From an optimization exercise on the open Yosys and OpenROAD flow, aimed at small area; shortcuts taken in it are not production practice.
Function was checked by simulation only, so behaviour that the tests miss may differ from the original.
No activity file was given, so power comes from the tool's default toggle rates.

$ cat flow/design.v
package cac_pkg;
    localparam logic [2:0] FUNC_PREPARE   = 3'd0;
    localparam logic [2:0] FUNC_ACCEPT    = 3'd1;
    localparam logic [2:0] FUNC_PERSISTED = 3'd2;
    localparam logic [2:0] FUNC_RECOVER   = 3'd3;
    localparam logic [2:0] FUNC_TICK      = 3'd4;
    localparam logic [2:0] MSG_NONE      = 3'd0;
    localparam logic [2:0] MSG_PROMISE   = 3'd1;
    localparam logic [2:0] MSG_PREP_NACK = 3'd2;
    localparam logic [2:0] MSG_PERMIT    = 3'd3;
    localparam logic [2:0] MSG_ACC_NACK  = 3'd4;
    localparam int CFG_DATA_BITS = 32;
    localparam int TICK_BITS     = 32;
    typedef logic [0:0] cfg_idx_t;
    localparam cfg_idx_t CFG_ACTIVE   = 1'b0;
    localparam cfg_idx_t CFG_LIVENESS = 1'b1;
    localparam logic [TICK_BITS-1:0] LIVENESS_RESET = 32'd1000;
endpackage
module cac_queue #(
    parameter int WIDTH = 8
) (
    input  logic             clk,
    input  logic             rst_n,
    input  logic             push,
    input  logic [WIDTH-1:0] wdata,
    input  logic             pop,
    output logic [WIDTH-1:0] rdata,
    output logic             full,
    output logic             empty
);
    logic [WIDTH-1:0] entries_reg [4];
    logic [2:0]       wr_ptr_reg;
    logic [2:0]       rd_ptr_reg;
    assign full  = (wr_ptr_reg ^ rd_ptr_reg) == 3'b100;
    assign empty = wr_ptr_reg == rd_ptr_reg;
    assign rdata = entries_reg[rd_ptr_reg[1:0]];
    always_ff @(posedge clk or negedge rst_n)
    begin
        if (!rst_n)
        begin
            wr_ptr_reg <= '0;
            rd_ptr_reg <= '0;
        end
        else
        begin
            if (push)
                wr_ptr_reg <= wr_ptr_reg + 3'd1;
            if (pop)
                rd_ptr_reg <= rd_ptr_reg + 3'd1;
        end
    end
    always_ff @(posedge clk)
    begin
        if (push)
            entries_reg[wr_ptr_reg[1:0]] <= wdata;
    end
endmodule
module cac_front #(
    parameter int ID_BITS    = 48,
    parameter int VALUE_BITS = 64,
    parameter int UID_BITS   = 16,
    parameter int ENT_BITS   = 4 + 2*ID_BITS + VALUE_BITS
) (
    input  logic                               clk,
    input  logic                               rst_n,
    input  logic                               req_valid,
    output logic                               req_ready,
    input  logic [2:0]                         req_func,
    input  logic [UID_BITS-1:0]                req_from_uid,
    input  logic [ID_BITS-1:0]                 req_proposal_id,
    input  logic [ID_BITS-1:0]                 req_accepted_in,
    input  logic [VALUE_BITS-1:0]              req_value,
    input  logic                               cfg_we,
    input  cac_pkg::cfg_idx_t                  cfg_index,
    input  logic [cac_pkg::CFG_DATA_BITS-1:0]  cfg_data,
    input  logic                               q_full,
    output logic                               push,
    output logic [ENT_BITS-1:0]                ent
);
    logic                          active_reg;
    logic [cac_pkg::TICK_BITS-1:0] window_reg;
    logic [cac_pkg::TICK_BITS-1:0] idle_reg, idle_next;
    logic [1:0]          op;
    logic                flag;
    logic                expired;
    logic [ID_BITS-1:0]  aux;
    assign req_ready = !q_full;
    assign push      = req_valid && !q_full;
    always_ff @(posedge clk or negedge rst_n)
    begin
        if (!rst_n)
        begin
            active_reg <= 1'b1;
            window_reg <= cac_pkg::LIVENESS_RESET;
        end
        else if (cfg_we)
        begin
            if (cfg_index == cac_pkg::CFG_ACTIVE)
                active_reg <= cfg_data[0];
            else
                window_reg <= cfg_data[cac_pkg::TICK_BITS-1:0];
        end
    end
    always_comb
    begin
        idle_next = idle_reg;
        if (req_func == cac_pkg::FUNC_PREPARE)
            idle_next = '0;
        else if (req_func == cac_pkg::FUNC_TICK && idle_reg != '1)
            idle_next = idle_reg + 1'b1;
    end
    assign expired = idle_next > window_reg;
    always_ff @(posedge clk or negedge rst_n)
    begin
        if (!rst_n)
            idle_reg <= '0;
        else if (push)
            idle_reg <= idle_next;
    end
    assign op   = req_func[2] ? 2'd3 : req_func[1:0];
    assign flag = req_func[2] ? 1'b0 : ((req_func[1:0] == 2'd3) ? 1'b1 : active_reg);
    assign aux  = (req_func[1:0] == 2'd3) ? req_accepted_in
                : {req_accepted_in[ID_BITS-1:UID_BITS], req_from_uid};
    assign ent  = {op, flag, expired, req_proposal_id, aux, req_value};
endmodule
module cac_back #(
    parameter int ID_BITS    = 48,
    parameter int VALUE_BITS = 64,
    parameter int UID_BITS   = 16,
    parameter int ENT_BITS   = 4 + 2*ID_BITS + VALUE_BITS
) (
    input  logic                  clk,
    input  logic                  rst_n,
    input  logic [ENT_BITS-1:0]   ent,
    input  logic                  q_empty,
    output logic                  pop,
    output logic                  rsp_valid,
    input  logic                  rsp_ready,
    output logic [2:0]            rsp_msg_kind,
    output logic [UID_BITS-1:0]   rsp_dest_uid,
    output logic [ID_BITS-1:0]    rsp_msg_proposal_id,
    output logic [ID_BITS-1:0]    rsp_msg_other_id,
    output logic [VALUE_BITS-1:0] rsp_msg_value,
    output logic                  rsp_persist_needed,
    output logic                  rsp_prepare_expired,
    output logic                  rsp_last
);
    logic [1:0]            h_op;
    logic                  h_flag;
    logic                  h_exp;
    logic [ID_BITS-1:0]    h_pid;
    logic [ID_BITS-1:0]    h_aux;
    logic [VALUE_BITS-1:0] h_val;
    logic [UID_BITS-1:0]   h_uid;
    assign {h_op, h_flag, h_exp, h_pid, h_aux, h_val} = ent;
    assign h_uid = h_aux[UID_BITS-1:0];
    logic [ID_BITS-1:0]    promised_reg;
    logic [ID_BITS-1:0]    acc_id_reg;
    logic [VALUE_BITS-1:0] acc_val_reg;
    logic                  prom_pend_reg;
    logic                  acc_pend_reg;
    logic [UID_BITS-1:0]   prom_uid_reg;
    logic [UID_BITS-1:0]   acc_uid_reg;
    logic                  out_valid_reg;
    logic                  second_reg;
    logic [2:0]            kind_reg;
    logic                  live_reg;      
    logic                  exp_reg;
    logic [UID_BITS-1:0]   uid_reg;
    logic [ID_BITS-1:0]    pid_reg;
    logic slot_free;
    logic load_second;
    assign slot_free   = !out_valid_reg || rsp_ready;
    assign load_second = slot_free && second_reg;
    assign pop         = slot_free && !second_reg && !q_empty;
    logic pid_eq_prom, pid_lt_prom, prom_zero, dup;
    logic is_prep, is_acc, is_pers, is_rec;
    logic prep_promise, prep_take, prep_nack;
    logic acc_permit, acc_take, acc_nack;
    logic set_prom, set_acc;
    logic [2:0] kind_d;
    logic live_d, two_d;
    assign pid_eq_prom = h_pid == promised_reg;
    assign pid_lt_prom = h_pid < promised_reg;
    assign prom_zero   = promised_reg == '0;
    assign dup         = acc_id_reg != '0 && h_pid == acc_id_reg && h_val == acc_val_reg;
    assign is_prep = h_op == 2'd0;
    assign is_acc  = h_op == 2'd1;
    assign is_pers = h_op == 2'd2;
    assign is_rec  = h_op == 2'd3 && h_flag;
    assign prep_promise = is_prep && pid_eq_prom && !prom_zero;
    assign prep_take    = is_prep && !(pid_eq_prom && !prom_zero) && !pid_lt_prom && !prom_pend_reg;
    assign prep_nack    = is_prep && pid_lt_prom;
    assign acc_permit   = is_acc && dup;
    assign acc_take     = is_acc && !dup && !pid_lt_prom && !acc_pend_reg;
    assign acc_nack     = is_acc && !dup && pid_lt_prom;
    assign set_prom = pop && (prep_take || acc_take || is_rec);
    assign set_acc  = pop && (acc_take || is_rec);
    always_comb
    begin
        kind_d = cac_pkg::MSG_NONE;
        live_d = 1'b0;
        two_d  = 1'b0;
        if (h_flag)
        begin
            if (prep_promise)
                kind_d = cac_pkg::MSG_PROMISE;
            else if (prep_nack)
                kind_d = cac_pkg::MSG_PREP_NACK;
            else if (acc_permit)
                kind_d = cac_pkg::MSG_PERMIT;
            else if (acc_nack)
                kind_d = cac_pkg::MSG_ACC_NACK;
            else if (is_pers)
            begin
                live_d = 1'b1;
                if (prom_pend_reg)
                begin
                    kind_d = cac_pkg::MSG_PROMISE;
                    two_d  = acc_pend_reg;
                end
                else if (acc_pend_reg)
                    kind_d = cac_pkg::MSG_PERMIT;
            end
        end
    end
    always_ff @(posedge clk or negedge rst_n)
    begin
        if (!rst_n)
        begin
            promised_reg  <= '0;
            acc_id_reg    <= '0;
            acc_val_reg   <= '0;
            prom_pend_reg <= 1'b0;
            acc_pend_reg  <= 1'b0;
        end
        else
        begin
            if (set_prom)
                promised_reg <= h_pid;
            if (set_acc)
            begin
                acc_id_reg  <= is_rec ? h_aux : h_pid;
                acc_val_reg <= h_val;
            end
            if (pop && prep_take && h_flag)
                prom_pend_reg <= 1'b1;
            else if (pop && is_pers)
                prom_pend_reg <= 1'b0;
            if (pop && acc_take && h_flag)
                acc_pend_reg <= 1'b1;
            else if (pop && is_pers)
                acc_pend_reg <= 1'b0;
        end
    end
    always_ff @(posedge clk)
    begin
        if (pop && prep_take && h_flag)
            prom_uid_reg <= h_uid;
        if (pop && acc_take && h_flag)
            acc_uid_reg <= h_uid;
    end
    always_ff @(posedge clk or negedge rst_n)
    begin
        if (!rst_n)
        begin
            out_valid_reg <= 1'b0;
            second_reg    <= 1'b0;
        end
        else if (pop)
        begin
            out_valid_reg <= 1'b1;
            second_reg    <= two_d;
        end
        else if (load_second)
        begin
            out_valid_reg <= 1'b1;
            second_reg    <= 1'b0;
        end
        else if (rsp_ready)
            out_valid_reg <= 1'b0;
    end
    always_ff @(posedge clk)
    begin
        if (pop)
        begin
            kind_reg <= kind_d;
            live_reg <= live_d;
            exp_reg  <= h_exp;
            uid_reg  <= h_uid;
            pid_reg  <= h_pid;
        end
        else if (load_second)
            kind_reg <= cac_pkg::MSG_PERMIT;
    end
    logic k_promise, k_permit, k_nack;
    assign k_promise = kind_reg == cac_pkg::MSG_PROMISE;
    assign k_permit  = kind_reg == cac_pkg::MSG_PERMIT;
    assign k_nack    = kind_reg == cac_pkg::MSG_PREP_NACK || kind_reg == cac_pkg::MSG_ACC_NACK;
    assign rsp_valid           = out_valid_reg;
    assign rsp_msg_kind        = kind_reg;
    assign rsp_dest_uid        = !live_reg ? (kind_reg != cac_pkg::MSG_NONE ? uid_reg : '0)
                               : k_promise ? prom_uid_reg
                               : k_permit  ? acc_uid_reg : '0;
    assign rsp_msg_proposal_id = k_promise ? promised_reg
                               : k_permit  ? acc_id_reg
                               : k_nack    ? pid_reg : '0;
    assign rsp_msg_other_id    = k_promise ? acc_id_reg
                               : k_nack    ? promised_reg : '0;
    assign rsp_msg_value       = (k_promise || k_permit) ? acc_val_reg : '0;
    assign rsp_persist_needed  = prom_pend_reg || acc_pend_reg;
    assign rsp_prepare_expired = exp_reg;
    assign rsp_last            = !second_reg;
endmodule
module consensus_acceptor #(
    parameter int ID_BITS     = 48,
    parameter int VALUE_BITS  = 64,
    parameter int UID_BITS    = 16,
    parameter int QUEUE_DEPTH = 4
) (
    input  logic                               clk,
    input  logic                               rst_n,
    input  logic                               req_valid,
    output logic                               req_ready,
    input  logic [2:0]                         req_func,
    input  logic [UID_BITS-1:0]                req_from_uid,
    input  logic [ID_BITS-1:0]                 req_proposal_id,
    input  logic [ID_BITS-1:0]                 req_accepted_in,
    input  logic [VALUE_BITS-1:0]              req_value,
    output logic                               rsp_valid,
    input  logic                               rsp_ready,
    output logic [2:0]                         rsp_msg_kind,
    output logic [UID_BITS-1:0]                rsp_dest_uid,
    output logic [ID_BITS-1:0]                 rsp_msg_proposal_id,
    output logic [ID_BITS-1:0]                 rsp_msg_other_id,
    output logic [VALUE_BITS-1:0]              rsp_msg_value,
    output logic                               rsp_persist_needed,
    output logic                               rsp_prepare_expired,
    output logic                               rsp_last,
    input  logic                               cfg_we,
    input  cac_pkg::cfg_idx_t                  cfg_index,
    input  logic [cac_pkg::CFG_DATA_BITS-1:0]  cfg_data
);
    localparam int ENT_BITS = 4 + 2*ID_BITS + VALUE_BITS;
    logic                q_push;
    logic                q_pop;
    logic                q_full;
    logic                q_empty;
    logic [ENT_BITS-1:0] q_wdata;
    logic [ENT_BITS-1:0] q_rdata;
    cac_front #(
        .ID_BITS    (ID_BITS),
        .VALUE_BITS (VALUE_BITS),
        .UID_BITS   (UID_BITS),
        .ENT_BITS   (ENT_BITS)
    ) u_front (
        .clk             (clk),
        .rst_n           (rst_n),
        .req_valid       (req_valid),
        .req_ready       (req_ready),
        .req_func        (req_func),
        .req_from_uid    (req_from_uid),
        .req_proposal_id (req_proposal_id),
        .req_accepted_in (req_accepted_in),
        .req_value       (req_value),
        .cfg_we          (cfg_we),
        .cfg_index       (cfg_index),
        .cfg_data        (cfg_data),
        .q_full          (q_full),
        .push            (q_push),
        .ent             (q_wdata)
    );
    cac_queue #(
        .WIDTH (ENT_BITS)
    ) u_queue (
        .clk   (clk),
        .rst_n (rst_n),
        .push  (q_push),
        .wdata (q_wdata),
        .pop   (q_pop),
        .rdata (q_rdata),
        .full  (q_full),
        .empty (q_empty)
    );
    cac_back #(
        .ID_BITS    (ID_BITS),
        .VALUE_BITS (VALUE_BITS),
        .UID_BITS   (UID_BITS),
        .ENT_BITS   (ENT_BITS)
    ) u_back (
        .clk                 (clk),
        .rst_n               (rst_n),
        .ent                 (q_rdata),
        .q_empty             (q_empty),
        .pop                 (q_pop),
        .rsp_valid           (rsp_valid),
        .rsp_ready           (rsp_ready),
        .rsp_msg_kind        (rsp_msg_kind),
        .rsp_dest_uid        (rsp_dest_uid),
        .rsp_msg_proposal_id (rsp_msg_proposal_id),
        .rsp_msg_other_id    (rsp_msg_other_id),
        .rsp_msg_value       (rsp_msg_value),
        .rsp_persist_needed  (rsp_persist_needed),
        .rsp_prepare_expired (rsp_prepare_expired),
        .rsp_last            (rsp_last)
    );
endmodule
$ cat flow/run.sh
#!/bin/bash
# synth_recipe.tcl (not shown) runs the flow's synth.tcl, then flattens the netlist and writes it again
# the make line also repeats each setting of config.mk as NAME=value (left out here)
make -C /OpenROAD-flow-scripts/flow DESIGN_CONFIG=/design/flow/config.mk WORK_HOME=/design/flow/orfs CLKGATE_MAP_FILE= SYNTH_SCRIPT=/design/flow/synth_recipe.tcl finish
$ cat flow/config.mk
export PLATFORM = sky130hd
export DESIGN_NAME = consensus_acceptor
export DESIGN_NICKNAME = consensus_acceptor
export VERILOG_FILES = /design/flow/design.v
export SDC_FILE = /design/flow/constraint.sdc
export NUM_CORES = 4
export LEC_CHECK = 0
export CAP_MARGIN = 20
export CORE_MARGIN = 2
export CORE_UTILIZATION = 40
export SLEW_MARGIN = 20
$ cat flow/constraint.sdc
create_clock -name core_clock -period 10.0 [get_ports {clk}]
set_input_delay 2.0000 -clock core_clock [delete_from_list [all_inputs] [get_ports {clk}]]
set_output_delay 2.0000 -clock core_clock [all_outputs]
set_load 0.01 [all_outputs]
==> impl_metrics.tcl, run 1 <==
set metrics [dict create \
    multi_input_area_mm2 0.0137 \
    cp-start-kind "flop" \
    cts_tree "done" \
    root_buffer "clkbuf_16" \
    place_congestion 0.881 \
    rows 120 \
    cts_sinks 992 \
    syn_inst 2838 \
    rsz0062_at_grt "false" \
    skew_ns 0.0437 \
    drc 0 \
    cp_slowest_cell "dfrtp_4" \
    p_total_w 0.0188 \
    holdWs_ns 0.487 \
    routed_via_density 5.67 \
    drtIter0Drc 2829 \
    yosys.area.top_type_share_pct 52.5 \
    antenna_found_initial 29 \
    die-area_mm2 0.111 \
    cp.arrival_ns 6.87 \
    cts_buffer_depth 3 \
    final_nets 3542 \
    ios 401 \
    drv_cap 0 \
    ys.flop_type "edfxtp_1" \
    drv_slew 0 \
    cts.clk_slew.worst_paths_ns 0.06 \
    grt_max_degree 146 \
    syn_area_per_cell_um2 15.3 \
    path_buf_inv 2 \
    period_needed_ns 6.58 \
    syn-num-nets 3141 \
    vias 26900 \
    die_h_um 333 \
    dpl.hpwl_mm 86.7 \
    wl_mm 129 \
    initial_utilization_pct 40.4 \
    netlist_top_cells_area "edfxtp_1 52%, dfrtp_1 13%, mux4_2 8.5%, mux2_2 3.7%, ha_1 2.5%" \
    cts_buffers 105 \
    synth-seq-area-share_pct 66.1 \
    timing.fmax_mhz 152 \
    setup_viol 0 \
    max_stage_delay_ns 0.88 \
    ctsResizeCount 0 \
    grt_pass1_vias 27000 \
    power_density_mw_per_mm2 357 \
    worstMarginPinSlew_ns 1.08 \
    fillCellCount 9164 \
    period_share_pct 65.8 \
    fp.coreArea_mm2 0.107 \
    grtUsageTotal_pct 23.0 \
    utilization_pct 49.1 \
    grt_overflow_total 0 \
    max_slew_margin_pct 27.7 \
    cts_setup_buffers 0 \
    async_flop_share_pct 23.7 \
    ys_types 57 \
    synth_edf_count 757 \
    synth_top_cell_by_area "edfxtp_1" \
    cp_max_fo 50 \
    detail_route.first_pass.iterations 5 \
    crit_family "simple AND/OR/NAND/NOR gates" \
    netlist_area_mm2 0.0433 \
    status "no timing/DRC/antenna violations" \
    htreeDepth 3 \
    cts_hold_buf 0 \
    drive_gt1_share_pct 16.3 \
    insertion_delay_ns 0.70 \
    worstPathCellList "buf_4 -> mux4_2 -> ha_1 -> nand4_1 -> nor4_1 -> nand2_1 -> o21ai_0 -> and4_2 -> buf_4 -> and2_1" \
    p_leak_nw 18.8 \
    yosys_warnings 3 \
    wl_per_cell_um 27.2 \
    worstPathRequired_ns 10.30 \
    critPathCaptureType "flop" \
    regArea_mm2 0.0286 \
    grt_pass1_wl_mm 187 \
    drtAntennaViolNets 0 \
    critPathMostFrequentCell "buf_4" \
    area_delta_synth_final_pct 21.5 \
    largest_reg_flops 656 \
    critPathKind "reg -> reg" \
    fp.dieW_um 333 \
    io_buffers 400 \
    worst_ir_drop_vdd_v 0.000285 \
    yosys_register_bits 992 \
    hold_viol_final 0 \
    final.setup.tns_ns 0 \
    hold_class "reg -> reg" \
]
kinds of logic after synthesis:
logic type                 Yosys count  synth area share [%]
AOI/OAI and AO/OA                  432                  6.51
xor gates and xnor gates           150                  3.03
adders and majority gates           86                  2.48
buffers and inverters              262                  2.38
DFF                                992                  66.1
muxes                              345                  13.1
and+or+nand+nor                    571                  6.35
Yosys cell counts, types with 5 or more instances:
master,number
and2_1,69
a21o_1,13
xor2_1,28
a22o_1,48
o21ai_0,158
xnor2_1,122
o21a_1,36
and3_1,13
nand2b_1,9
a21oi_1,35
edfxtp_1,757
nor4_1,35
dfstp_2,7
mux4_2,164
inv_1,118
buf_2,21
a22oi_1,48
mux2_2,144
mux2_1,5
ha_1,86
nor2b_1,11
a221oi_1,17
clkbuf_1,96
and4_1,10
buf_1,23
o22ai_1,32
nand4_1,51
o31ai_1,22
nor2_1,146
mux2i_1,32
nand2_1,177
nor3_1,15
dfrtp_1,228
nand3_1,22
stage by stage:
stage               cells  instance area [um2]  setup WS [ns]
floorplan            2838                43300           3.62
global placement     4535                48900           3.71
detailed placement   4535                48900           3.60
CTS                  4735                52600           3.57
global route         4736                52600           3.29
finish               4737                52600           3.42
report_power, final:
part / internal (W) / switching (W)
clock network: 0.00244 / 0.00168
registers: 0.00585 / 0.000729
logic: 0.00333 / 0.00476
total: 0.0116 / 0.00716
layout by cell type, fill, tap and decap left out, types with 69 or more instances in the layout:
master and count:
clkdlybuf4s50_1 399, clkbuf_16 106, dfrtp_1 226, inv_1 118, o21ai_0 158, nand2_1 177
mux4_2 164, mux2_2 144, nor2_1 143, ha_1 86, edfxtp_1 757, and2_1 69
xnor2_1 122
final timing paths:
path	startpoint	to	slack [ns]	depth (start not counted)
setup / recovery	u_queue.rd_ptr_reg[1]$_DFFE_PN0P_	u_back.acc_uid_reg[13]$_DFFE_PP_	3.42	10
min in group asynchronous	rst_n	u_back.promised_reg[13]$_DFFE_PN0P_	1.38	1
hold / removal	u_queue.wr_ptr_reg[2]$_DFFE_PN0P_	u_queue.wr_ptr_reg[2]$_DFFE_PN0P_	0.49	1
hold reg to reg	u_queue.wr_ptr_reg[2]$_DFFE_PN0P_	u_queue.wr_ptr_reg[2]$_DFFE_PN0P_	0.49	1
setup reg to reg	u_queue.rd_ptr_reg[1]$_DFFE_PN0P_	u_back.acc_uid_reg[13]$_DFFE_PP_	3.42	10
max in group asynchronous	rst_n	u_queue.rd_ptr_reg[0]$_DFFE_PN0P_	7.34	2
routing by layer:
| metal | global-route usage [%] | wire, um |
|---|---|---|
| met4 | 5.99 | 3000 |
| met2 | 37.0 | 61300 |
| met5 | 0 | 233 |
| met1 | 31.0 | 53400 |
| met3 | 5.91 | 11000 |
area by class of cell:
class	count	area share, %
diodes	2	0.00951
clock buffers	134	5.41
clock inverters	66	1.61
inverters	118	0.842
multi-input cells	1584	26.1
flip-flops and latches	992	54.4
well taps	1403	3.34
repair buffers	438	8.25
==> run 2: changes to the inputs <==
--- a/flow/design.v
+++ b/flow/design.v
@@ -60,5 +60,6 @@
     parameter int VALUE_BITS = 64,
     parameter int UID_BITS   = 16,
-    parameter int ENT_BITS   = 4 + 2*ID_BITS + VALUE_BITS
+    parameter int POOL_BITS  = ID_BITS - UID_BITS,
+    parameter int ENT_BITS   = 5 + ID_BITS + UID_BITS + VALUE_BITS
 ) (
     input  logic                               clk,
@@ -76,5 +77,7 @@
     input  logic                               q_full,
     output logic                               push,
-    output logic [ENT_BITS-1:0]                ent
+    output logic [ENT_BITS-1:0]                ent,
+    output logic [POOL_BITS-1:0]               pool0,
+    output logic [POOL_BITS-1:0]               pool1
 );
     logic                          active_reg;
@@ -84,5 +87,10 @@
     logic                flag;
     logic                expired;
-    logic [ID_BITS-1:0]  aux;
+    logic [UID_BITS-1:0] aux;
+    logic                is_rec;
+    logic                last_rec_reg;
+    logic                cur_reg;
+    logic                slot;
+    logic [POOL_BITS-1:0] pool_reg [2];
     assign req_ready = !q_full;
     assign push      = req_valid && !q_full;
@@ -120,7 +128,29 @@
     assign op   = req_func[2] ? 2'd3 : req_func[1:0];
     assign flag = req_func[2] ? 1'b0 : ((req_func[1:0] == 2'd3) ? 1'b1 : active_reg);
-    assign aux  = (req_func[1:0] == 2'd3) ? req_accepted_in
-                : {req_accepted_in[ID_BITS-1:UID_BITS], req_from_uid};
-    assign ent  = {op, flag, expired, req_proposal_id, aux, req_value};
+    assign is_rec = req_func == cac_pkg::FUNC_RECOVER;
+    assign slot   = last_rec_reg ? cur_reg : !cur_reg;
+    assign aux    = is_rec ? req_accepted_in[UID_BITS-1:0] : req_from_uid;
+    assign ent    = {op, flag, expired, slot, req_proposal_id, aux, req_value};
+    assign pool0  = pool_reg[0];
+    assign pool1  = pool_reg[1];
+    always_ff @(posedge clk or negedge rst_n)
+    begin
+        if (!rst_n)
+        begin
+            last_rec_reg <= 1'b0;
+            cur_reg      <= 1'b0;
+        end
+        else if (push)
+        begin
+            last_rec_reg <= is_rec;
+            if (is_rec)
+                cur_reg <= slot;
+        end
+    end
+    always_ff @(posedge clk)
+    begin
+        if (push && is_rec)
+            pool_reg[slot] <= req_accepted_in[ID_BITS-1:UID_BITS];
+    end
 endmodule
 module cac_back #(
@@ -128,9 +158,12 @@
     parameter int VALUE_BITS = 64,
     parameter int UID_BITS   = 16,
-    parameter int ENT_BITS   = 4 + 2*ID_BITS + VALUE_BITS
+    parameter int POOL_BITS  = ID_BITS - UID_BITS,
+    parameter int ENT_BITS   = 5 + ID_BITS + UID_BITS + VALUE_BITS
 ) (
     input  logic                  clk,
     input  logic                  rst_n,
     input  logic [ENT_BITS-1:0]   ent,
+    input  logic [POOL_BITS-1:0]  pool0,
+    input  logic [POOL_BITS-1:0]  pool1,
     input  logic                  q_empty,
     output logic                  pop,
@@ -150,9 +183,10 @@
     logic                  h_exp;
     logic [ID_BITS-1:0]    h_pid;
-    logic [ID_BITS-1:0]    h_aux;
-    logic [VALUE_BITS-1:0] h_val;
+    logic                  h_slot;
     logic [UID_BITS-1:0]   h_uid;
-    assign {h_op, h_flag, h_exp, h_pid, h_aux, h_val} = ent;
-    assign h_uid = h_aux[UID_BITS-1:0];
+    logic [VALUE_BITS-1:0] h_val;
+    logic [ID_BITS-1:0]    h_acc;
+    assign {h_op, h_flag, h_exp, h_slot, h_pid, h_uid, h_val} = ent;
+    assign h_acc = {h_slot ? pool1 : pool0, h_uid};
     logic [ID_BITS-1:0]    promised_reg;
     logic [ID_BITS-1:0]    acc_id_reg;
@@ -241,5 +275,5 @@
             if (set_acc)
             begin
-                acc_id_reg  <= is_rec ? h_aux : h_pid;
+                acc_id_reg  <= is_rec ? h_acc : h_pid;
                 acc_val_reg <= h_val;
             end
@@ -342,5 +376,6 @@
     input  logic [cac_pkg::CFG_DATA_BITS-1:0]  cfg_data
 );
-    localparam int ENT_BITS = 4 + 2*ID_BITS + VALUE_BITS;
+    localparam int POOL_BITS = ID_BITS - UID_BITS;
+    localparam int ENT_BITS  = 5 + ID_BITS + UID_BITS + VALUE_BITS;
     logic                q_push;
     logic                q_pop;
@@ -349,8 +384,11 @@
     logic [ENT_BITS-1:0] q_wdata;
     logic [ENT_BITS-1:0] q_rdata;
+    logic [POOL_BITS-1:0] pool0;
+    logic [POOL_BITS-1:0] pool1;
     cac_front #(
         .ID_BITS    (ID_BITS),
         .VALUE_BITS (VALUE_BITS),
         .UID_BITS   (UID_BITS),
+        .POOL_BITS  (POOL_BITS),
         .ENT_BITS   (ENT_BITS)
     ) u_front (
@@ -369,5 +407,7 @@
         .q_full          (q_full),
         .push            (q_push),
-        .ent             (q_wdata)
+        .ent             (q_wdata),
+        .pool0           (pool0),
+        .pool1           (pool1)
     );
     cac_queue #(
@@ -387,4 +427,5 @@
         .VALUE_BITS (VALUE_BITS),
         .UID_BITS   (UID_BITS),
+        .POOL_BITS  (POOL_BITS),
         .ENT_BITS   (ENT_BITS)
     ) u_back (
@@ -392,4 +433,6 @@
         .rst_n               (rst_n),
         .ent                 (q_rdata),
+        .pool0               (pool0),
+        .pool1               (pool1),
         .q_empty             (q_empty),
         .pop                 (q_pop),
==> impl_metrics.tcl, run 2 <==
set metrics [dict create \
    status "no timing/DRC/antenna violations" \
    worstPathCellList "buf_4 -> nor2b_4 -> buf_4 -> nand2_1 -> o21ai_0 -> clkdlybuf4s50_1" \
    yosys_register_bits 934 \
    htreeDepth 3 \
    final.setup.tns_ns 0 \
    ios 401 \
    cp-endpoint "rsp_dest_uid[3]" \
    place_congestion 0.890 \
    detail_route.first_pass.iterations 5 \
    routed_via_density 5.54 \
    netlist_top_cells_area "edfxtp_1 50%, dfrtp_1 14%, mux4_2 7.2%, mux2_2 3.5%, ha_1 2.6%" \
    rr_startpoint "u_queue.rd_ptr_reg[0]$_DFFE_PN0P_" \
    syn_inst 2741 \
    io_buffers 400 \
    wl_mm 125 \
    cts.clk_slew.worst_paths_ns 0.07 \
    cts_buffer_depth 3 \
    critPathMostFrequentCell "buf_4" \
    vias 25600 \
    synth_most_common_cell "edfxtp_1" \
    cp-start-kind "flop" \
    async_flop_share_pct 25.4 \
    syn-num-nets 3044 \
    ys_types 57 \
    design_area_mm2 0.0504 \
    grtUsageTotal_pct 23.3 \
    setup_viol 0 \
    crit_path_start "u_back.kind_reg[0]$_SDFFCE_PN1P_" \
    cp_max_fo 65 \
    yosys.area.top_type_share_pct 50.4 \
    max_stage_delay_ns 0.90 \
    drtIter0Drc 2354 \
    timing.fmax_mhz 148 \
    grt_max_degree 98 \
    fp.dieW_um 326 \
    die_h_um 326 \
    grt_pass1_vias 26100 \
    synthTopCellsByCount "697 x edfxtp_1, 231 x nand2_1, 230 x dfrtp_1" \
    syn_area_per_cell_um2 15.1 \
    cts_hold_buf 0 \
    dpl.hpwl_mm 87.5 \
    hold_class "reg -> reg" \
    worst_ir_drop_vdd_v 0.000197 \
    drtAntennaViolNets 0 \
    yosys_warnings 3 \
    cts_tree "done" \
    cp.arrival_ns 4.78 \
    ys.flop_type "edfxtp_1" \
    cts_buffers 101 \
    skew_ns 0.0290 \
    ctsResizeCount 0 \
    cts_setup_buffers 0 \
    synth_top_cell_by_area "edfxtp_1" \
    final_nets 3456 \
    drv_slew 0 \
    p_leak_nw 18.1 \
    critPathKind "reg -> out" \
    netlist_area_mm2 0.0415 \
    max_slew_margin_pct 30.3 \
    die-area_mm2 0.106 \
    reg2reg_depth 13 \
    layout_common_cells "697 x edfxtp_1, 399 x clkdlybuf4s50_1, 230 x nand2_1" \
    grt_pass1_wl_mm 181 \
    r2r_slack_ns 3.54 \
    initial_utilization_pct 40.2 \
    rsz0062_at_grt "false" \
    cts_sinks 934 \
    synth_edf_count 697 \
    synth-seq-area-share_pct 64.7 \
    rows 118 \
    critPathCaptureType "output pin" \
    place_area_mm2 0.0471 \
    timing.rr.end "u_back.acc_val_reg[35]$_DFFE_PN0P_" \
    final_common_cell "edfxtp_1" \
    grt_overflow_total 0 \
    period_needed_ns 6.78 \
    worstPathRequired_ns 8.00 \
    drive_gt1_share_pct 17.4 \
    area_delta_synth_final_pct 21.4 \
    wl_per_cell_um 27.1 \
    insertion_delay_ns 0.68 \
    hold_viol_final 0 \
    antenna_found_initial 18 \
    placed_cells 4430 \
    root_buffer "clkbuf_16" \
    fp.coreArea_mm2 0.103 \
    cp_slowest_cell "edfxtp_1" \
    largest_reg_flops 532 \
    power_density_mw_per_mm2 346 \
    drc 0 \
    period_share_pct 67.8 \
    fin_cells 4621 \
    worstMarginPinSlew_ns 1.04 \
    drv_cap 0 \
]
[run 2: cell types whose count changed in the layout (fill, tap and decap cells not counted), sizes merged, moves of 32 or more]
cell / delta
mux2: +44
nor2: -80
o21ai: +46
nand2: +54
edfxtp: -60
o22ai: -32
[run 2: power by group]
part           internal [W]  switching (W)
sequential          0.00544       0.000745
combinational       0.00319        0.00434
clock               0.00219        0.00155
[run 2: worst max-delay path, delay by kind of cell (launching register included)]
kind,cells,cell delay (ns)
buf+inv,3,1.61
flops,1,0.90
simple gates,2,0.80
compound gates,1,0.78
[run 2: area by class of cell]
class	instances	area, um2
clock inverter	56	564
tap	1380	1730
multi-input combinational	1582	13800
clock buffer	132	2770
fill	8695	52800
timing repair buffer	444	4340
sequential	934	26900
antenna	3	7.51
inverter	90	338
[run 2: worst min-delay path by stage]
stage	startpoint	to	slack, ns	cells past startpoint
detailed placement	u_queue.wr_ptr_reg[2]$_DFFE_PN0P_	u_queue.wr_ptr_reg[2]$_DFFE_PN0P_	0.48	1
finish	u_queue.wr_ptr_reg[2]$_DFFE_PN0P_	u_queue.wr_ptr_reg[2]$_DFFE_PN0P_	0.48	1
CTS	u_queue.wr_ptr_reg[2]$_DFFE_PN0P_	u_queue.wr_ptr_reg[2]$_DFFE_PN0P_	0.49	1
global route	u_front.cur_reg$_DFFE_PN0P_	u_front.cur_reg$_DFFE_PN0P_	0.51	1
global placement	u_front.cur_reg$_DFFE_PN0P_	u_front.cur_reg$_DFFE_PN0P_	0.47	1
floorplan	u_queue.wr_ptr_reg[2]$_DFFE_PN0P_	u_queue.wr_ptr_reg[2]$_DFFE_PN0P_	0.46	1
[run 2: logic make-up after synthesis]
logic type | after synthesis | share of synthesized area, %
muxes | 376 | 14.2
buffers and inverters | 225 | 2.34
and+or+nand+nor | 559 | 6.66
adders and majority gates | 86 | 2.59
AOI/OAI and AO/OA | 409 | 6.28
DFF | 934 | 64.7
xor gates and xnor gates | 152 | 3.21
[run 2: metrics by stage]
stage               total power (W)  hold WS (ns)  worst slack [ns]  util [%]
floorplan                    0.0104         0.460              4.35         -
global placement             0.0137         0.475              3.49      45.6
detailed placement           0.0138         0.481              3.39      45.6
CTS                          0.0176         0.489              3.15      48.8
global route                 0.0182         0.509              3.07      48.8
finish                       0.0174         0.483              3.22      48.8
[run 2: routing by layer]
layer / global-route usage, % / vias up / wire length (um)
li1: - / 11300 / -
met1: 31.4 / 13100 / 52000
met2: 38.9 / 1023 / 61000
met3: 4.49 / 182 / 9110
met4: 5.96 / 24 / 2900
met5: 0 / - / 135
==> run 3: changes to the inputs <==
--- a/flow/design.v
+++ b/flow/design.v
@@ -34,5 +34,18 @@
     assign full  = (wr_ptr_reg ^ rd_ptr_reg) == 3'b100;
     assign empty = wr_ptr_reg == rd_ptr_reg;
-    assign rdata = entries_reg[rd_ptr_reg[1:0]];
+    logic [3:0] rd_oh_reg;
+    always_comb
+    begin
+        rdata = '0;
+        for (int i = 0; i < 4; i++)
+            rdata = rdata | (entries_reg[i] & {WIDTH{rd_oh_reg[i]}});
+    end
+    always_ff @(posedge clk or negedge rst_n)
+    begin
+        if (!rst_n)
+            rd_oh_reg <= 4'b0001;
+        else if (pop)
+            rd_oh_reg <= {rd_oh_reg[2:0], rd_oh_reg[3]};
+    end
     always_ff @(posedge clk or negedge rst_n)
     begin
@@ -118,5 +131,11 @@
             idle_next = idle_reg + 1'b1;
     end
-    assign expired = idle_next > window_reg;
+    logic idle_gt, idle_eq, idle_sat, is_tick;
+    assign idle_gt  = idle_reg > window_reg;
+    assign idle_eq  = idle_reg == window_reg;
+    assign idle_sat = idle_reg == '1;
+    assign is_tick  = req_func == cac_pkg::FUNC_TICK;
+    assign expired  = req_func != cac_pkg::FUNC_PREPARE
+                      && (idle_gt || (is_tick && !idle_sat && idle_eq));
     always_ff @(posedge clk or negedge rst_n)
     begin
@@ -196,4 +215,6 @@
     logic [UID_BITS-1:0]   prom_uid_reg;
     logic [UID_BITS-1:0]   acc_uid_reg;
+    logic                  prom_clr_reg;  
+    logic                  acc_clr_reg;   
     logic                  out_valid_reg;
     logic                  second_reg;
@@ -215,14 +236,14 @@
     logic [2:0] kind_d;
     logic live_d, two_d;
-    assign pid_eq_prom = h_pid == promised_reg;
-    assign pid_lt_prom = h_pid < promised_reg;
-    assign prom_zero   = promised_reg == '0;
-    assign dup         = acc_id_reg != '0 && h_pid == acc_id_reg && h_val == acc_val_reg;
+    assign prom_zero   = prom_clr_reg || promised_reg == '0;
+    assign pid_eq_prom = !prom_zero && h_pid == promised_reg;
+    assign pid_lt_prom = !prom_zero && h_pid < promised_reg;
+    assign dup         = !acc_clr_reg && acc_id_reg != '0 && h_pid == acc_id_reg && h_val == acc_val_reg;
     assign is_prep = h_op == 2'd0;
     assign is_acc  = h_op == 2'd1;
     assign is_pers = h_op == 2'd2;
     assign is_rec  = h_op == 2'd3 && h_flag;
-    assign prep_promise = is_prep && pid_eq_prom && !prom_zero;
-    assign prep_take    = is_prep && !(pid_eq_prom && !prom_zero) && !pid_lt_prom && !prom_pend_reg;
+    assign prep_promise = is_prep && pid_eq_prom;
+    assign prep_take    = is_prep && !pid_eq_prom && !pid_lt_prom && !prom_pend_reg;
     assign prep_nack    = is_prep && pid_lt_prom;
     assign acc_permit   = is_acc && dup;
@@ -263,7 +284,6 @@
         if (!rst_n)
         begin
-            promised_reg  <= '0;
-            acc_id_reg    <= '0;
-            acc_val_reg   <= '0;
+            prom_clr_reg  <= 1'b1;
+            acc_clr_reg   <= 1'b1;
             prom_pend_reg <= 1'b0;
             acc_pend_reg  <= 1'b0;
@@ -272,10 +292,7 @@
         begin
             if (set_prom)
-                promised_reg <= h_pid;
+                prom_clr_reg <= 1'b0;
             if (set_acc)
-            begin
-                acc_id_reg  <= is_rec ? h_acc : h_pid;
-                acc_val_reg <= h_val;
-            end
+                acc_clr_reg <= 1'b0;
             if (pop && prep_take && h_flag)
                 prom_pend_reg <= 1'b1;
@@ -290,4 +307,11 @@
     always_ff @(posedge clk)
     begin
+        if (set_prom)
+            promised_reg <= h_pid;
+        if (set_acc)
+        begin
+            acc_id_reg  <= is_rec ? h_acc : h_pid;
+            acc_val_reg <= h_val;
+        end
         if (pop && prep_take && h_flag)
             prom_uid_reg <= h_uid;
@@ -340,7 +364,7 @@
                                : k_permit  ? acc_id_reg
                                : k_nack    ? pid_reg : '0;
-    assign rsp_msg_other_id    = k_promise ? acc_id_reg
+    assign rsp_msg_other_id    = (k_promise && !acc_clr_reg) ? acc_id_reg
                                : k_nack    ? promised_reg : '0;
-    assign rsp_msg_value       = (k_promise || k_permit) ? acc_val_reg : '0;
+    assign rsp_msg_value       = ((k_promise || k_permit) && !acc_clr_reg) ? acc_val_reg : '0;
     assign rsp_persist_needed  = prom_pend_reg || acc_pend_reg;
     assign rsp_prepare_expired = exp_reg;
==> flow/flow/run.sh (new file) <==
#!/bin/bash
# The standard layout (standard.sh) with two changes: the port buffers are
# the smallest buffer cell, and the clock tree uses clkbuf_8 buffers in
# smaller clusters, without dummy loads. Each ORFS step logs to orfs/logs;
# make's own output goes to standard.log here.
set -euo pipefail
export BUFFER_PORTS_ARGS="-buffer_cell sky130_fd_sc_hd__buf_1"
export CTS_ARGS="-sink_clustering_enable -repair_clock_nets -buf_list sky130_fd_sc_hd__clkbuf_8 -sink_clustering_size 16 -sink_clustering_max_diameter 50 -dont_use_dummy_load"
bash standard.sh > standard.log 2>&1
==> flow/standard.sh (new file) <==
#!/bin/bash
# synth_recipe.tcl (not shown) runs the flow's synth.tcl, then flattens the netlist and writes it again
# the make line also repeats each setting of config.mk as NAME=value (left out here)
make -C /OpenROAD-flow-scripts/flow DESIGN_CONFIG=/design/flow/config.mk WORK_HOME=/design/flow/orfs CLKGATE_MAP_FILE= SYNTH_SCRIPT=/design/flow/synth_recipe.tcl "${@:-finish}"
--- a/flow/config.mk
+++ b/flow/config.mk
@@ -8,4 +8,4 @@
 export CAP_MARGIN = 20
 export CORE_MARGIN = 2
-export CORE_UTILIZATION = 40
+export CORE_UTILIZATION = 60
 export SLEW_MARGIN = 20
removed: flow/run.sh
==> impl_metrics.tcl, run 3 <==
set metrics [dict create \
    largest_reg_flops 532 \
    drtAntennaViolNets 0 \
    dpl.hpwl_mm 78.9 \
    max_stage_delay_ns 0.76 \
    drv_cap 0 \
    routed_via_density 6.55 \
    rows 94 \
    root_buffer "clkbuf_8" \
    syn_inst 2935 \
    htreeDepth 3 \
    critPathMostFrequentCell "buf_4" \
    cp_slowest_cell "nor3b_2" \
    area_delta_synth_final_pct 9.51 \
    cts_buffer_depth 3 \
    layout_common_cells "857 x edfxtp_1, 399 x buf_1, 331 x nand2_1" \
    hold_class "reg -> reg" \
    die_h_um 262 \
    drv_slew 0 \
    crit_family "buffers and inverters" \
    path_buf_inv 3 \
    cts_buffers 95 \
    grt_max_degree 119 \
    syn_area_per_cell_um2 13.6 \
    grt_pass1_wl_mm 168 \
    die-area_mm2 0.0686 \
    max_slew_margin_pct 25.2 \
    wl_per_cell_um 28.0 \
    cts_sinks 940 \
    vias 27600 \
    final.setup.tns_ns 0 \
    synth_top_cell_by_area "edfxtp_1" \
    worstPathCellList "buf_4 -> nor3b_2 -> buf_4 -> nand2_1 -> o21ai_0 -> buf_1" \
    critPathKind "reg -> out" \
    hold_viol_final 0 \
    power_density_mw_per_mm2 211 \
    fp.dieW_um 262 \
    fp.coreArea_mm2 0.0657 \
    yosys_register_bits 940 \
    wl_mm 118 \
    final_nets 3632 \
    antenna_found_initial 32 \
    critPathCaptureType "output pin" \
    rsz0062_at_grt "false" \
    grt_pass1_vias 26000 \
    p_leak_nw 16.2 \
    place_congestion 0.963 \
    cts_tree "done" \
    setup_viol 0 \
    worst_ir_drop_vdd_v 0.000157 \
    fillCellCount 4895 \
    period_needed_ns 5.82 \
    ys_types 59 \
    synth_most_common_cell "edfxtp_1" \
    initial_utilization_pct 60.7 \
    worstMarginPinSlew_ns 1.11 \
    sw_frac_of_total_pct 30.4 \
    grtUsageTotal_pct 33.8 \
    cts_setup_buffers 0 \
    p_clk_share_pct 22.2 \
    cp.arrival_ns 3.82 \
    synth-seq-area-share_pct 69.7 \
    detail_route.first_pass.iterations 7 \
    power_switching_w 0.00279 \
    insertion_delay_ns 0.74 \
    final_common_cell "edfxtp_1" \
    power_frac_seq_pct 57.9 \
    io_buffers 400 \
    ios 401 \
    p_total_w 0.00920 \
    grt_overflow_total 0 \
    ys.flop_type "edfxtp_1" \
    drive_gt1_share_pct 7.09 \
    async_flop_share_pct 8.83 \
    drtIter0Drc 3743 \
    cts.clk_slew.worst_paths_ns 0.08 \
    worstPathRequired_ns 8.00 \
    cts_hold_buf 0 \
    ctsResizeCount 0 \
    timing.fmax_mhz 172 \
    combPwrFrac_pct 20.0 \
    internal-power_w 0.00641 \
    drc 0 \
    status "no timing/DRC/antenna violations" \
    synth_edf_count 857 \
    period_share_pct 58.2 \
    syn-num-nets 3238 \
    synthTopCellsByCount "857 x edfxtp_1, 332 x nand2_1, 302 x a22oi_1" \
    yosys_warnings 3 \
    cp_max_fo 38 \
    skew_ns 0.101 \
    cp-start-kind "flop" \
    netlist_top_cells_area "edfxtp_1 65%, a22oi_1 5.7%, dfrtp_1 4.6%, nand2_1 3.1%, ha_1 2.7%" \
    yosys.area.top_type_share_pct 64.5 \
    netlist_area_mm2 0.0399 \
]
==> run 3: cell count changes in the layout (fill, tap and decap cells not counted), moves of 104 or more <==
cell,previous run,this run
clkbuf_16,104,0
a22oi_1,49,302
buf_1,0,399
dfrtp_1,228,70
mux4_2,133,0
edfxtp_1,697,857
clkdlybuf4s50_1,399,0
==> run 3: worst paths after layout <==
check                           slack [ns]                              start                                  to  cells after the start
worst max-delay path                  4.18   u_back.kind_reg[2]$_SDFFCE_PP0P_             rsp_msg_proposal_id[11]                      6
worst min-delay path                  0.49  u_queue.wr_ptr_reg[2]$_DFFE_PN0P_   u_queue.wr_ptr_reg[2]$_DFFE_PN0P_                      1
worst max register to register        4.34   u_queue.rd_oh_reg[0]$_DFFE_PN1P_     u_back.acc_id_reg[43]$_DFFE_PP_                     13
worst min register to register        0.49  u_queue.wr_ptr_reg[2]$_DFFE_PN0P_   u_queue.wr_ptr_reg[2]$_DFFE_PN0P_                      1
max in group asynchronous             7.56                              rst_n    u_queue.rd_oh_reg[2]$_DFFE_PN0P_                      2
min in group asynchronous             1.26                              rst_n  u_front.window_reg[25]$_DFFE_PN0P_                      1
==> run 3: stage by stage <==
step | cell area, um2 | hold WS, ns | setup slack [ns] | std cells | util (%)
after global placement | 42300 | 0.475 | 4.67 | 4096 | 64.4
after CTS | 43600 | 0.495 | 4.19 | 4191 | 66.4
after detailed placement | 42300 | 0.484 | 4.48 | 4096 | 64.4
after global routing | 43700 | 0.502 | 3.99 | 4205 | 66.4
after floorplan | 39900 | 0.452 | 0.858 | 2935 | -
final | 43700 | 0.492 | 4.18 | 4211 | 66.4
==> run 3: final cells by class <==
| cell class | count | area [um2] | area share [%] |
|---|---|---|---|
| tap | 864 | 1080 | 2.47 |
| antenna | 20 | 50.0 | 0.115 |
| multi-input combinational | 1749 | 11200 | 25.6 |
| sequential | 940 | 27800 | 63.7 |
| clock buffer | 95 | 1310 | 2.99 |
| inverter | 104 | 390 | 0.894 |
| timing repair buffer | 439 | 1820 | 4.17 |
==> run 3: kinds of logic (layout without fill, tap and decap cells) <==
logic type | count (synthesis) | after routing | synth area share (%)
xor gates and xnor gates | 38 | 38 | 0.834
muxes | 70 | 70 | 1.93
DFF | 940 | 940 | 69.7
buffers and inverters | 246 | 638 | 2.45
adders and majority gates | 86 | 86 | 2.70
and+or+nand+nor | 814 | 814 | 9.94
other | 0 | 20 | 0
AOI/OAI and AO/OA | 741 | 741 | 12.4
==> run 3: power by group through the flow <==
stage	Sequential, W	Combinational [W]	Clock, W
6_report	0.00532	0.00184	0.00204
4_1_cts	0.00531	0.00184	0.00208
5_1_grt	0.00537	0.00199	0.00221
2_1_floorplan	0.00540	0.00111	0
3_5_place_dp	0.00540	0.00183	0
3_3_place_gp	0.00537	0.00179	0
==> run 3: routing by layer <==
metal  track usage, %  share of wire (%)  vias up
met3             7.28                 11      230
met5                0               0.14        -
met4             11.2                3.2       28
li1                 -                  -    12100
met1             48.9                 40    13700
met2             51.6                 46     1608
==> run 4: changes to the inputs <==
--- a/flow/config.mk
+++ b/flow/config.mk
@@ -8,4 +8,4 @@
 export CAP_MARGIN = 20
 export CORE_MARGIN = 2
-export CORE_UTILIZATION = 60
+export CORE_UTILIZATION = 40
 export SLEW_MARGIN = 20
==> impl_metrics.tcl, run 4 <==
set metrics [dict create \
    status "no timing/DRC/antenna violations" \
    rows 115 \
    async_flop_share_pct 8.83 \
    final_nets 3643 \
    synth_edf_count 857 \
    cts_tree "done" \
    synth-seq-area-share_pct 69.7 \
    combPwrFrac_pct 20.0 \
    holdWs_ns 0.492 \
    wl_met1_mm 52.0 \
    period_share_pct 63.5 \
    power_frac_seq_pct 57.2 \
    netlist_area_mm2 0.0399 \
    worstMarginPinSlew_ns 1.16 \
    sw_frac_of_total_pct 30.8 \
    syn_inst 2935 \
    grt_pass1_wl_mm 182 \
    critPathKind "reg -> out" \
    drc 0 \
    rsz0062_at_grt "false" \
    setup_ws_ns 3.65 \
    io_buffers 400 \
    synth_most_common_cell "edfxtp_1" \
    fp.dieW_um 320 \
    cts_setup_buffers 0 \
    setup_viol 0 \
    largest_reg_flops 532 \
    die_h_um 320 \
    place_congestion 0.916 \
    cts_sinks 940 \
    max_slew_margin_pct 21.8 \
    cp_max_fo 65 \
    ios 401 \
    grt_max_degree 102 \
    cp-start-kind "flop" \
    dpl.hpwl_mm 89.7 \
    routed-wl-met3_mm 13.4 \
    period_needed_ns 6.35 \
    routed_via_density 5.86 \
    synthTopCellsByCount "857 x edfxtp_1, 332 x nand2_1, 302 x a22oi_1" \
    initial_utilization_pct 40.5 \
    power_switching_w 0.00288 \
    cts_buffer_depth 3 \
    hold_viol_final 0 \
    synth_top_cell_by_area "edfxtp_1" \
    ys.flop_type "edfxtp_1" \
    internal-power_w 0.00647 \
    grtUsageTotal_pct 24.5 \
    root_buffer "clkbuf_8" \
    syn_area_per_cell_um2 13.6 \
    cts_hold_buf 0 \
    critPathCaptureType "output pin" \
    final_common_cell "edfxtp_1" \
    die-area_mm2 0.102 \
    drtIter0Drc 3248 \
    wl_met2_mm 58.0 \
    drive_gt1_share_pct 7.37 \
    grt_pass1_vias 25900 \
    worstPathRequired_ns 8.00 \
    antenna_found_initial 41 \
    cp.arrival_ns 4.35 \
    wl_mm 128 \
    skew_ns 0.115 \
    netlist_top_cells_area "edfxtp_1 65%, a22oi_1 5.7%, dfrtp_1 4.6%, nand2_1 3.1%, ha_1 2.7%" \
    power_density_mw_per_mm2 211 \
    yosys_warnings 3 \
    yosys_register_bits 940 \
    wl_per_cell_um 27.6 \
    htreeDepth 3 \
    fp.coreArea_mm2 0.0986 \
    drv_slew 0 \
    top_layer_used "met5" \
    p_leak_nw 16.3 \
    vias 27200 \
    cts_buffers 99 \
    cts.clk_slew.worst_paths_ns 0.08 \
    detail_route.first_pass.iterations 6 \
    hold_class "reg -> reg" \
    yosys.area.top_type_share_pct 64.5 \
    timing.fmax_mhz 158 \
    drv_cap 0 \
    final.setup.tns_ns 0 \
    grt_overflow_total 0 \
    insertion_delay_ns 0.79 \
    syn-num-nets 3238 \
    area_delta_synth_final_pct 11.1 \
    preCtsSetupSlack_ns 3.91 \
    ctsResizeCount 0 \
    p_clk_share_pct 22.8 \
    drtAntennaViolNets 0 \
    worst_ir_drop_vdd_v 0.000120 \
    ys_types 59 \
    layout_common_cells "857 x edfxtp_1, 399 x buf_1, 331 x nand2_1" \
]
## run 4: routing by layer
layer	GRT usage [%]	vias to the layer above
met5	0	-
met2	37.8	1271
li1	-	12100
met1	33.0	13500
met3	7.32	246
met4	8.46	50
## run 4: cells by family (layout without fill, tap and decap cells)
| kind of cell | count (synthesis) | count (layout) | share of synthesized area, % |
|---|---|---|---|
| fa+ha+maj | 86 | 86 | 2.70 |
| compound gates | 741 | 741 | 12.4 |
| simple gates | 814 | 814 | 9.94 |
| buf+inv | 246 | 649 | 2.45 |
| flops | 940 | 940 | 69.7 |
| other cells | 0 | 11 | 0 |
| xor+xnor | 38 | 38 | 0.834 |
| mux | 70 | 70 | 1.93 |
## run 4: through the flow
stage / instance area (um2) / utilization (%) / total power [W] / cells
3_5_place_dp: 42900 / 43.6 / 0.00732 / 4526
4_1_cts: 44300 / 44.9 / 0.00940 / 4625
2_1_floorplan: 39900 / - / 0.00651 / 2935
3_3_place_gp: 42900 / 43.5 / 0.00725 / 4524
6_report: 44300 / 45.0 / 0.00935 / 4636
5_1_grt: 44300 / 45.0 / 0.00974 / 4633
## run 4: layout make-up
type                            instances  area (um2)
Tap cell                             1287        1610
Clock buffer                           99        1360
Sequential cell                       940       27800
Fill cell                            8864       54200
Timing Repair Buffer                  446        1900
Inverter                              104         390
Antenna cell                           11        27.5
Multi-Input combinational cell       1749       11200
## run 4: worst max-delay path, cell delays in order, from the launching register on
cell and delay, ns:
edfxtp_1 1.05, buf_4 0.52, nor3b_2 0.24, buf_4 0.60, nor2b_4 0.27, buf_4 0.44
a22o_1 0.21, buf_1 0.17
## run 4: worst paths after layout
| kind | start | end | slack [ns] | depth (start not counted) |
|---|---|---|---|---|
| worst min register to register | u_front.cur_reg$_DFFE_PN0P_ | u_front.cur_reg$_DFFE_PN0P_ | 0.49 | 1 |
| min in group asynchronous | rst_n | u_back.prom_pend_reg$_DFFE_PN0P_ | 1.33 | 1 |
| worst max register to register | u_queue.rd_oh_reg[0]$_DFFE_PN1P_ | u_back.acc_val_reg[24]$_DFFE_PP_ | 3.84 | 13 |
| worst min-delay path | u_front.cur_reg$_DFFE_PN0P_ | u_front.cur_reg$_DFFE_PN0P_ | 0.49 | 1 |
| max in group asynchronous | rst_n | u_back.out_valid_reg$_DFFE_PN0P_ | 7.58 | 2 |
| worst max-delay path | u_back.kind_reg[0]$_SDFFCE_PN1P_ | rsp_msg_other_id[42] | 3.65 | 7 |
## run 4: power by group through the flow
stage                     clock network (W)  registers, W  logic, W
after floorplan                           0       0.00540   0.00111
after global placement                    0       0.00541   0.00185
after detailed placement                  0       0.00542   0.00190
after CTS                           0.00217       0.00534   0.00190
after global routing                0.00231       0.00539   0.00204
final                               0.00213       0.00534   0.00187
==> run 5: changes to the inputs <==
==> flow/flow/run.sh (replaced) <==
#!/bin/bash
# The standard layout (standard.sh) with two changes: the port buffers are
# the smallest buffer cell, and the clock tree uses clkbuf_4 leaf buffers on
# small clusters and clkbuf_8 above them, without dummy loads. Each ORFS step
# logs to orfs/logs; make's own output goes to standard.log here.
set -euo pipefail
export BUFFER_PORTS_ARGS="-buffer_cell sky130_fd_sc_hd__buf_1"
export CTS_ARGS="-sink_clustering_enable -repair_clock_nets -buf_list sky130_fd_sc_hd__clkbuf_8 -root_buf sky130_fd_sc_hd__clkbuf_8 -sink_clustering_buffer sky130_fd_sc_hd__clkbuf_4 -sink_clustering_size 10 -sink_clustering_max_diameter 40 -dont_use_dummy_load"
bash standard.sh > standard.log 2>&1
--- a/flow/config.mk
+++ b/flow/config.mk
@@ -8,4 +8,4 @@
 export CAP_MARGIN = 20
 export CORE_MARGIN = 2
-export CORE_UTILIZATION = 40
+export CORE_UTILIZATION = 60
 export SLEW_MARGIN = 20
==> impl_metrics.tcl, run 5 <==
set metrics [dict create \
    cts_setup_buffers 0 \
    worstMarginPinSlew_ns 1.11 \
    antenna_found_initial 33 \
    synth_most_common_cell "edfxtp_1" \
    drtIter0Drc 3770 \
    yosys.area.top_type_share_pct 64.5 \
    fp.dieW_um 262 \
    dpl.hpwl_mm 78.9 \
    rows 94 \
    die-area_mm2 0.0686 \
    grt_use_met1_pct 48.6 \
    grt_overflow_total 0 \
    netlist_area_mm2 0.0399 \
    fp.coreArea_mm2 0.0657 \
    period_share_pct 59.5 \
    htreeDepth 4 \
    die_h_um 262 \
    worstPathRequired_ns 8.00 \
    fillCellCount 4972 \
    grtUsageTotal_pct 34.0 \
    syn_inst 2935 \
    largest_reg_flops 532 \
    grt_pass1_vias 26300 \
    drv_cap 0 \
    wl_per_cell_um 27.7 \
    cts_buffer_depth 3 \
    cp_max_fo 38 \
    synth_top_cell_by_area "edfxtp_1" \
    skew_ns 0.0762 \
    grt_pass1_wl_mm 169 \
    hold_viol_final 0 \
    drv_slew 0 \
    cts_sinks 940 \
    met3_usage_pct 7.91 \
    rsz0062_at_grt "false" \
    drtAntennaViolNets 0 \
    critPathCaptureType "output pin" \
    drive_gt1_share_pct 8.22 \
    syn-num-nets 3238 \
    area_delta_synth_final_pct 9.04 \
    grt_max_degree 119 \
    grtUsageMet2_pct 51.6 \
    cts_tree "done" \
    io_buffers 400 \
    wl_mm 118 \
    period_needed_ns 5.95 \
    critPathKind "reg -> out" \
    worst_ir_drop_vdd_v 0.000136 \
    cp.arrival_ns 3.95 \
    power_density_mw_per_mm2 208 \
    max_slew_margin_pct 25.4 \
    cts.clk_slew.worst_paths_ns 0.10 \
    timing.fmax_mhz 168 \
    drc 0 \
    status "no timing/DRC/antenna violations" \
    routed_via_density 6.54 \
    utilization_pct 66.2 \
    detail_route.first_pass.iterations 6 \
    vias 27800 \
    cts_buffers 136 \
    netlist_top_cells_area "edfxtp_1 65%, a22oi_1 5.7%, dfrtp_1 4.6%, nand2_1 3.1%, ha_1 2.7%" \
    regArea_mm2 0.0278 \
    final_common_cell "edfxtp_1" \
    initial_utilization_pct 60.7 \
    final.setup.tns_ns 0 \
    ios 401 \
    yosys_register_bits 940 \
    syn_area_per_cell_um2 13.6 \
    p_total_w 0.00906 \
    place_congestion 0.963 \
    p_leak_nw 16.2 \
    ys_types 59 \
    async_flop_share_pct 8.83 \
    root_buffer "clkbuf_8" \
    cp-start-kind "flop" \
    insertion_delay_ns 0.79 \
    synthTopCellsByCount "857 x edfxtp_1, 332 x nand2_1, 302 x a22oi_1" \
    multi_input_area_mm2 0.0112 \
    yosys_warnings 3 \
    final_nets 3673 \
    ys.flop_type "edfxtp_1" \
    ctsResizeCount 0 \
    holdWs_ns 0.498 \
    synth_edf_count 857 \
    hold_class "reg -> reg" \
    layout_common_cells "857 x edfxtp_1, 399 x buf_1, 331 x nand2_1" \
    cts_hold_buf 0 \
    synth-seq-area-share_pct 69.7 \
    grt-busiest-layer "met2" \
    setup_viol 0 \
]
-- run 5: cell counts after synthesis --
No cell type changed its count.
-- run 5: cells by family (layout without fill, tap and decap cells) --
kind of cell / after synthesis / count (layout) / share of synthesized area [%]
AOI/OAI and AO/OA: 741 / 741 / 12.4
xor gates and xnor gates: 38 / 38 / 0.834
muxes: 70 / 70 / 1.93
buffers and inverters: 246 / 679 / 2.45
other: 0 / 18 / 0
and+or+nand+nor: 814 / 814 / 9.94
adders and majority gates: 86 / 86 / 2.70
DFF: 940 / 940 / 69.7
-- run 5: worst paths after layout --
kind / from / to / slack, ns / cells after the start
setup / recovery: u_back.kind_reg[2]$_SDFFCE_PP0P_ / rsp_msg_proposal_id[11] / 4.05 / 6
hold / removal: u_queue.wr_ptr_reg[2]$_DFFE_PN0P_ / u_queue.wr_ptr_reg[2]$_DFFE_PN0P_ / 0.50 / 1
setup reg to reg: u_queue.rd_oh_reg[0]$_DFFE_PN1P_ / u_back.promised_reg[44]$_DFFE_PP_ / 4.37 / 13
hold reg to reg: u_queue.wr_ptr_reg[2]$_DFFE_PN0P_ / u_queue.wr_ptr_reg[2]$_DFFE_PN0P_ / 0.50 / 1
max in group asynchronous: rst_n / u_queue.rd_oh_reg[2]$_DFFE_PN0P_ / 7.61 / 2
min in group asynchronous: rst_n / u_front.window_reg[14]$_DFFE_PN0P_ / 1.20 / 1
-- run 5: power breakdown --
part           leakage, nW  total [W]  internal [W]  switching (W)
logic                 6.24    0.00183      0.000480        0.00135
registers             9.28    0.00532       0.00508       0.000239
clock network        0.670    0.00191      0.000703        0.00121
total                 16.2    0.00906       0.00626        0.00280
-- run 5: area by class of cell --
| class | instances | share of cell area [%] |
|---|---|---|
| Sequential cell | 940 | 64.0 |
| Multi-Input combinational cell | 1749 | 25.7 |
| Timing Repair Buffer | 439 | 4.19 |
| Clock buffer | 136 | 2.59 |
| Tap cell | 864 | 2.49 |
| Inverter | 104 | 0.897 |
| Antenna cell | 18 | 0.104 |
-- run 5: through the flow --
stage	instance area [um2]	std cells	worst slack, ns
final	43500	4250	4.05
after global routing	43500	4247	3.92
after CTS	43500	4232	4.11
after detailed placement	42300	4096	4.48
after global placement	42300	4096	4.67
after floorplan	39900	2935	0.858
-- run 5: worst max-delay path, cell delays in order (launching register included) --
cell and delay (ns):
edfxtp_1 0.75, buf_4 0.52, nor3b_2 0.76, buf_4 0.56, nand2_1 0.09, o21ai_0 0.24, buf_1 0.22
-- run 5: routing by layer --
metal / routed length [um] / part of all wire (%)
met2: 54200 / 46
met5: 173 / 0.15
met1: 46700 / 40
met4: 3730 / 3.2
met3: 13100 / 11
==> run 6: changes to the inputs <==
--- a/flow/config.mk
+++ b/flow/config.mk
@@ -6,6 +6,6 @@
 export NUM_CORES = 4
 export LEC_CHECK = 0
-export CAP_MARGIN = 20
+export CAP_MARGIN = 0
 export CORE_MARGIN = 2
 export CORE_UTILIZATION = 60
-export SLEW_MARGIN = 20
+export SLEW_MARGIN = 0
==> impl_metrics.tcl, run 6 <==
set metrics [dict create \
    rsz0062_at_grt "false" \
    drv_cap 0 \
    area_delta_synth_final_pct 8.97 \
    synth_most_common_cell "edfxtp_1" \
    cts_tree "done" \
    ys.flop_type "edfxtp_1" \
    grt_pass1_wl_mm 169 \
    hold_class "reg -> reg" \
    cts_sinks 940 \
    cp_max_fo 38 \
    insertion_delay_ns 0.77 \
    syn_area_per_cell_um2 13.6 \
    largest_reg_flops 532 \
    root_buffer "clkbuf_8" \
    skew_ns 0.0694 \
    muxShareOfSynthArea_pct 1.93 \
    final_common_cell "edfxtp_1" \
    path_buf_inv 3 \
    place_congestion 0.963 \
    synth-seq-area-share_pct 69.7 \
    antenna_found_initial 36 \
    critPathKind "reg -> out" \
    fp.coreArea_mm2 0.0657 \
    synth_top_cell_by_area "edfxtp_1" \
    yosys.area.top_type_share_pct 64.5 \
    preCtsSetupSlack_ns 4.48 \
    drv_slew 0 \
    critPathCaptureType "output pin" \
    die-area_mm2 0.0686 \
    cts_hold_buf 0 \
    cts_setup_buffers 0 \
    max_stage_delay_ns 0.74 \
    utilization_pct 66.1 \
    cts_buffers 133 \
    wl_per_cell_um 27.8 \
    cp_slowest_cell "nor3b_2" \
    cp-start-kind "flop" \
    grtUsageTotal_pct 34.0 \
    detail_route.first_pass.iterations 6 \
    async_flop_share_pct 8.83 \
    initial_utilization_pct 60.7 \
    ctsResizeCount 0 \
    routed_via_density 6.58 \
    fp.dieW_um 262 \
    yosys_warnings 3 \
    synth_compound_area_share_pct 12.4 \
    drive_gt1_share_pct 8.05 \
    netlist_area_mm2 0.0399 \
    grt_overflow_total 0 \
    drtAntennaViolNets 0 \
    worstPathRequired_ns 8.00 \
    rows 94 \
    setup_ws_ns 4.08 \
    worstMarginPinSlew_ns 1.33 \
    synth_xor_area_share_pct 0.834 \
    p_leak_nw 16.2 \
    htreeDepth 4 \
    setup_viol 0 \
    p_total_w 0.00905 \
    fillCellCount 4990 \
    syn-num-nets 3238 \
    holdWs_ns 0.493 \
    drc 0 \
    power_density_mw_per_mm2 208 \
    synthTopCellsByCount "857 x edfxtp_1, 332 x nand2_1, 302 x a22oi_1" \
    layout_common_cells "857 x edfxtp_1, 399 x buf_1, 331 x nand2_1" \
    cp.arrival_ns 3.92 \
    yosys_register_bits 940 \
    syn_inst 2935 \
    synth_edf_count 857 \
    synthSimpleGateAreaFrac_pct 9.94 \
    synth_top_family_by_area "compound AO/OA/AOI/OAI gates" \
    die_h_um 262 \
    hold_viol_final 0 \
    netlist_top_cells_area "edfxtp_1 65%, a22oi_1 5.7%, dfrtp_1 4.6%, nand2_1 3.1%, ha_1 2.7%" \
    period_needed_ns 5.92 \
    drtIter0Drc 3912 \
    final_nets 3670 \
    cts.clk_slew.worst_paths_ns 0.09 \
    cts_buffer_depth 3 \
    io_buffers 400 \
    worstPathCellList "buf_4 -> nor3b_2 -> buf_4 -> nand2_1 -> o21ai_0 -> buf_1" \
    worst_ir_drop_vdd_v 0.000131 \
    timing.fmax_mhz 169 \
    synthAdderAreaFrac_pct 2.70 \
    critPathMostFrequentCell "buf_4" \
    status "no timing/DRC/antenna violations" \
    wl_mm 118 \
    crit_family "buffers and inverters" \
    grt_pass1_vias 26500 \
    vias 28000 \
    max_slew_margin_pct 10.3 \
    dpl.hpwl_mm 78.9 \
    grt_max_degree 119 \
    ys_types 59 \
    ios 401 \
    final.setup.tns_ns 0 \
    period_share_pct 59.2 \
]
## run 6: cell counts after synthesis
Identical to the previous run, type by type.
## run 6: worst register-to-register path, stage by stage (launching register included)
cell	delay, ns
dfstp_4	1.00
buf_4	0.69
a22oi_1	0.22
and2_1	0.26
inv_1	0.15
ha_1	0.16
nand4_1	0.20
nor4_1	0.56
nand4_1	0.25
a31o_2	0.26
nand4_1	0.29
nand3b_1	0.30
o211ai_1	0.28
buf_4	0.61
## run 6: kinds of logic (layout without fill, tap and decap cells)
logic type / count (synthesis) / in the layout
other: 0 / 21
AO/OA/AOI/OAI: 741 / 741
AND/OR/NAND/NOR: 814 / 814
multiplexers: 70 / 70
XOR/XNOR: 38 / 38
buffers and inverters: 246 / 676
flip-flops: 940 / 940
adder cells (fa/ha/maj): 86 / 86
## run 6: power by group
part	leakage [nW]	switching, W	internal [W]
logic	6.24	0.00135	0.000480
clock network	0.656	0.00121	0.000690
registers	9.28	0.000240	0.00508
## run 6: final cells by class
type / count / area (um2) / share of cell area (%)
Antenna cell: 21 / 52.6 / 0.121
Clock buffer: 133 / 1100 / 2.54
Inverter: 104 / 390 / 0.898
Multi-Input combinational cell: 1749 / 11200 / 25.7
Sequential cell: 940 / 27800 / 64.0
Tap cell: 864 / 1080 / 2.49
Timing Repair Buffer: 439 / 1820 / 4.19
## run 6: final timing paths
check	cells past startpoint	startpoint	slack, ns	endpoint
max	6	u_back.kind_reg[2]$_SDFFCE_PP0P_	4.08	rsp_msg_proposal_id[11]
min	1	u_queue.rd_ptr_reg[2]$_DFFE_PN0P_	0.49	u_queue.rd_ptr_reg[2]$_DFFE_PN0P_
max reg2reg	13	u_queue.rd_oh_reg[0]$_DFFE_PN1P_	4.30	u_back.promised_reg[37]$_DFFE_PP_
min reg2reg	1	u_queue.rd_ptr_reg[2]$_DFFE_PN0P_	0.49	u_queue.rd_ptr_reg[2]$_DFFE_PN0P_
max in group asynchronous	2	rst_n	7.63	u_queue.rd_oh_reg[2]$_DFFE_PN0P_
min in group asynchronous	1	rst_n	1.21	u_front.idle_reg[28]$_DFFE_PN0P_
## run 6: layer usage
metal | wire length [um] | global-route usage, %
met3 | 12900 | 7.01
met1 | 46900 | 48.8
met5 | 167 | 0
met2 | 54100 | 51.7
met4 | 3910 | 13.2
## run 6: metrics by stage
step	instance area [um2]	std cells
global route	43500	4248
floorplan	39900	2935
CTS	43400	4229
global placement	42300	4096
finish	43500	4250
detailed placement	42300	4096

## re-timing with driven ports
The results above use ideal ports. As a check the final layouts listed here were re-extracted and re-timed, cells and wires unchanged. Step 1 assumes that a clkbuf_16 drives the clock port and a buf_2 every other input. Step 2 adds t to the input delays and takes it off the output delays; t is the mean of the earliest and latest rising clock arrival at the registers after step 1. Input paths then give back, and output paths get back, about the clock's delay inside the block. Slacks: ideal / step 1 / step 2; pairs: ideal / step 1.
| run | shift t [ns] | setup WS [ns] | latest minus earliest clock arrival (ns) |
|---|---|---|---|
| run 1 | 0.752 | 3.424 / 3.424 / 3.424 | 0.044 / 0.043 |
| run 2 | 0.739 | 3.221 / 3.149 / 3.436 | 0.029 / 0.030 |
| run 3 | 0.760 | 4.176 / 4.110 / 4.341 | 0.102 / 0.102 |
| run 4 | 0.797 | 3.653 / 3.589 / 3.845 | 0.118 / 0.118 |
| run 5 | 0.817 | 4.052 / 3.984 / 4.370 | 0.077 / 0.076 |
| run 6 | 0.807 | 4.076 / 4.009 / 4.304 | 0.070 / 0.070 |
After both steps every run listed still meets setup and hold.
